Context: an optimization exercise on an open-source flow, tuned for small area, a short achievable clock period and few clock cycles per item. The choices shown serve that exercise and are no tape-out recipe.
Function was not checked in any run shown here: the RTL went through the layout flow alone.

==> flow/design.v (outline; a module is shown in full before it is edited, if it fits) <==
// module elastic_alu: 869 lines
module elastic_alu (
	input logic clk,
	input logic rst,
	input logic [31:0] lhs,
	input logic [3:0] lhs_op,
	input logic lhs_valid,
	output logic lhs_ready,
	input logic [31:0] rhs,
	input logic rhs_valid,
	output logic rhs_ready,
	output logic [31:0] result,
	output logic result_valid,
	input logic result_ready
);
  // ...
==> flow/run.sh <==
#!/bin/bash
# synth_recipe.tcl (not shown) runs the flow's synth.tcl, then flattens the netlist and writes it again
# the make line also repeats each setting of config.mk as NAME=value (left out here)
make -C /OpenROAD-flow-scripts/flow DESIGN_CONFIG=/design/flow/config.mk WORK_HOME=/design/flow/orfs CLKGATE_MAP_FILE= SYNTH_SCRIPT=/design/flow/synth_recipe.tcl finish
==> flow/config.mk <==
export PLATFORM = sky130hd
export DESIGN_NAME = elastic_alu
export DESIGN_NICKNAME = elastic_alu
export VERILOG_FILES = /design/flow/design.v
export SDC_FILE = /design/flow/constraint.sdc
export NUM_CORES = 4
export LEC_CHECK = 0
export CAP_MARGIN = 20
export CORE_MARGIN = 2
export CORE_UTILIZATION = 40
export SETUP_SLACK_MARGIN = 5
export SLEW_MARGIN = 20
==> flow/constraint.sdc <==
create_clock -name core_clock -period 10.0 [get_ports {clk}]
set_input_delay 2.0000 -clock core_clock [delete_from_list [all_inputs] [get_ports {clk}]]
set_output_delay 2.0000 -clock core_clock [all_outputs]
set_load 0.01 [all_outputs]
==> flow_metrics.py, run 1 <==
metrics = {
    "status": {
        "status": "no timing/DRC/antenna violations",
    },
    "timing": {
        "finalSetupTns_ps": 0,
        "finalCriticalPeriod_ps": 4970,
        "clock.fmax_mhz": 201,
        "finalClockSkew_ps": 28.1,
    },
    "cells_and_area": {
        "dominant_cells": "multi-input combinational cells",
        "clock_cell_area_share_pct": 3.58,
        "mostFrequentLayoutCell": "xnor2_1",
    },
    "clocking": {
        "clkLatencyLatePin_ps": 620,
        "clock-root-buffer": "clkbuf_16",
    },
    "critical_path": {
        "crit_start": "q20_0",
        "path_class": "flop to flop",
        "endpoint": "o_d[0]",
        "rrSetupSlack_ps": 5030,
    },
    "floorplan": {
        "core_sq_um": 64700,
        "fp-row-count": 93,
        "dieArea_sq_um": 67800,
    },
    "drt": {
        "highest_layer": "met5",
        "post-route-drc-count": 0,
        "drt_iter0_drc": 2035,
        "vias": 19868,
    },
    "synthesis": {
        "synth_fa_ha_area_share_pct": 24.3,
        "synth-async-reset-ratio_pct": 1.79,
        "synth_top_area_share_pct": 31.3,
        "synth_top_cell_by_area": "edfxtp_1",
        "synth_mux_area_share_pct": 0.661,
        "synthSimpleGateAreaFrac_pct": 7.55,
    },
    "hold_path": {
        "hold_start": "ov",
    },
    "global_routing": {
        "grt_pass1_vias": 20108,
        "gr-usage-all-layers_pct": 23.4,
    },
    "place": {
        "dpl.cell_count": 3370,
    },
}
==> run 2, diff against run 1 <==
--- a/flow/config.mk
+++ b/flow/config.mk
@@ -5,6 +5,7 @@
 export SDC_FILE = /design/flow/constraint.sdc
 export NUM_CORES = 4
 export LEC_CHECK = 0
+export ABC_CLOCK_PERIOD_IN_PS = 3500
 export CAP_MARGIN = 20
 export CORE_MARGIN = 2
 export CORE_UTILIZATION = 40
==> run 2 against run 1 <==
Compared with the run above:
- design area did not move
- core utilization did not move
- synthesized cell count did not move
- flip-flop and latch count stayed put
- die area unchanged
- count of clock-buffer cells in the layout unchanged
- via count did not move
- cell count unchanged
- wire length unchanged
- global-route usage is the same
- largest cell class unchanged
- highest routed layer unchanged
==> flow_metrics.py, run 2 <==
metrics = {
    "synthesis": {
        "synth_edf_count": 274,
        "ys_top_cells_by_area": "edfxtp_1 (31%), fa_1 (18%), xnor2_1 (9.9%), a22oi_1 (7.5%), ha_1 (6.5%)",
        "yosysSeqAreaShare_pct": 31.8,
        "synth_top_area_share_pct": 31.3,
        "yosysWarnings": 1,
        "avgSynthCellArea_sq_um": 10.3,
        "ys.flop_type": "edfxtp_1",
        "synth_fp_nets": 3007,
        "synth-seq-cells": 279,
        "synth-async-reset-ratio_pct": 1.79,
        "synth_common_cells": "xnor2_1 (298), edfxtp_1 (274), a22oi_1 (261)",
        "synth_top_cell_by_area": "edfxtp_1",
        "synth_cell_type_count": 78,
        "syn_area_sq_um": 26300,
        "synthCells": 2564,
        "synth.most_common_cell": "xnor2_1",
    },
    "drt": {
        "wl_per_cell_microns": 23.3,
        "wl_mm": 80.2,
        "viasPerCell": 5.77,
        "vias": 19868,
        "antenna_left": 0,
        "post-route-drc-count": 0,
        "drt_iter0_drc": 2035,
        "firstDrtPassIters": 6,
    },
    "critical_path": {
        "cp_top_family": "adder cells",
        "path_cells": "fa_1 > fa_1 > ha_1 > nand2_1 > o21ai_0 > o31ai_1 > a31oi_1 > a211oi_2 > xnor2_1 > or4_4 > or3_4 > a2111oi_2 > nor3_1",
        "path_common_cell": "fa_1",
        "crit_required_ps": 10340,
        "cp_num_buf_inv": 0,
        "path_class": "flop to flop",
        "slowest_stage": "fa_1",
        "cp-start-kind": "flop",
        "critPathMaxFanout": 8,
        "cpPeakStageDelay_ps": 580,
        "cp.arrival_ps": 5310,
        "end_kind": "flop",
    },
    "global_routing": {
        "gr-usage-all-layers_pct": 23.4,
        "overflow": 0,
        "grt_pass1_wl_mm": 121,
        "antenna_found_initial": 4,
        "grt_pass1_vias": 20108,
        "grt_start_max_net_pins": 78,
    },
    "clocking": {
        "numCtsBuffers": 31,
        "cts_tree": "yes",
        "clk_pin_slew_ps": 60,
        "cts_sinks": 279,
        "clockBufferDepth": 3,
        "clock-root-buffer": "clkbuf_16",
        "h-tree-depth": 1,
        "hold_buffers": 0,
        "clkLatencyLatePin_ps": 620,
    },
    "floorplan": {
        "fp.dieW_microns": 260,
        "core_sq_um": 64700,
        "pin_count": 108,
        "initial_core_util_pct": 40.6,
        "fp-row-count": 93,
        "die_h_microns": 260,
        "dieArea_sq_um": 67800,
    },
    "timing": {
        "tightestPinTransition_ps": 1130,
        "finalCriticalPeriod_ps": 4970,
        "rsz0062_at_grt": "yes",
        "finalSetupTns_ps": 0,
        "finalSetupViolCount": 0,
        "slew_headroom_pct": 24.9,
        "fin_ws_ps": 5030,
        "maxSlewViolCount": 0,
        "clock.fmax_mhz": 201,
        "hold_violations": 0,
        "finalCritPeriodShare_pct": 49.7,
        "finalClockSkew_ps": 28.1,
    },
    "status": {
        "status": "no timing/DRC/antenna violations",
    },
    "cells_and_area": {
        "area_growth_pct": 13.3,
        "fin_nets": 3007,
        "mostFrequentLayoutCell": "xnor2_1",
        "layout_common_cells": "xnor2_1 (295), edfxtp_1 (274), a22oi_1 (261)",
        "fillCellCount": 6055,
        "final_layout_size_suffix_gt1_share_pct": 8.15,
        "final_area_sq_um": 29800,
    },
    "place": {
        "globalplace.congestion": 0.938,
        "dp_hpwl_mm": 57.3,
        "port_buffers": 107,
        "placed_area_sq_um": 28100,
        "dp_slack_ps": 4630,
    },
    "hold_path": {
        "hp-class": "flop to flop",
    },
    "flow_run": {
        "maxCapViolations": 0,
    },
}
-- run 2: cell counts after synthesis --
No cell type changed its count.
-- run 2: cell type report --
cell class | instances | area, sq um | share of cell area, %
multi-input combinational | 1821 | 16700 | 56.1
sequential | 279 | 8350 | 28.0
timing repair buffer | 171 | 1590 | 5.35
tap | 855 | 1070 | 3.59
inverter | 260 | 981 | 3.29
clock buffer | 42 | 837 | 2.81
clock inverter | 16 | 230 | 0.773
antenna | 1 | 2.50 | 0.00840
-- run 2: cells by family after synthesis --
kind of cell,share of synthesized area (%)
AOI/OAI and AO/OA,16.3
buffers and inverters,6.80
and+or+nand+nor,7.55
xor gates and xnor gates,12.7
adders and majority gates,24.3
DFF,31.8
muxes,0.661
-- run 2: repair_timing --
item,CTS,global route
setup endpoints to repair,11,31
resized for setup,30,53
pin swaps,0,12
setup buffers,0,14
gates cloned,0,1
hold endpoints to repair,0,0
-- run 2: per-layer routing --
layer | GRT usage (%) | wire, microns | share of wire (%) | vias to the layer above
met5 | 1.14 | 123 | 0.15 | -
met4 | 9.52 | 3540 | 4.4 | 4
met3 | 5.03 | 6910 | 8.6 | 207
met2 | 38.1 | 37300 | 47 | 999
met1 | 30.1 | 32300 | 40 | 9766
li1 | - | - | - | 8892
-- run 2: through the flow --
stage	std cells	hold WS [ps]	util, %
after global routing	3444	534	46.0
after detailed placement	3370	484	43.5
after floorplan	2564	400	-
after CTS	3428	492	45.3
after global placement	3367	475	43.4
final	3445	494	46.0
-- run 2: final timing paths --
check	start	end	slack, ps	cells past startpoint
setup / recovery	q20_0	o_d[0]	5030	13
hold / removal	ov	sv	490	1
setup reg to reg	q20_0	o_d[0]	5030	13
min in group asynchronous	rst	lv	1610	2
max in group asynchronous	rst	sv	8190	2
hold reg to reg	ov	sv	490	1

-- re-timing with driven ports --
No port has a modelled driver above. Below, the same layouts with a new extraction and two added sets of constraints. Step 1 assumes that a clkbuf_16 drives the clock port and a buf_2 every other input. Step 2, shift: input delay + t, output delay - t, t = (earliest + latest rising clock arrival at the registers) / 2. This alone moves slack from input paths to output paths. Three values: no drivers, after step 1, after step 2; two values: the first two.
run	t, ns	setup slack, ns	worst register clock-pin slew, ns
run 1	0.666	5.031 / 5.031 / 5.031	0.07 / 0.07
run 2	0.666	5.031 / 5.031 / 5.031	0.07 / 0.07
After both steps every run listed still meets setup and hold.
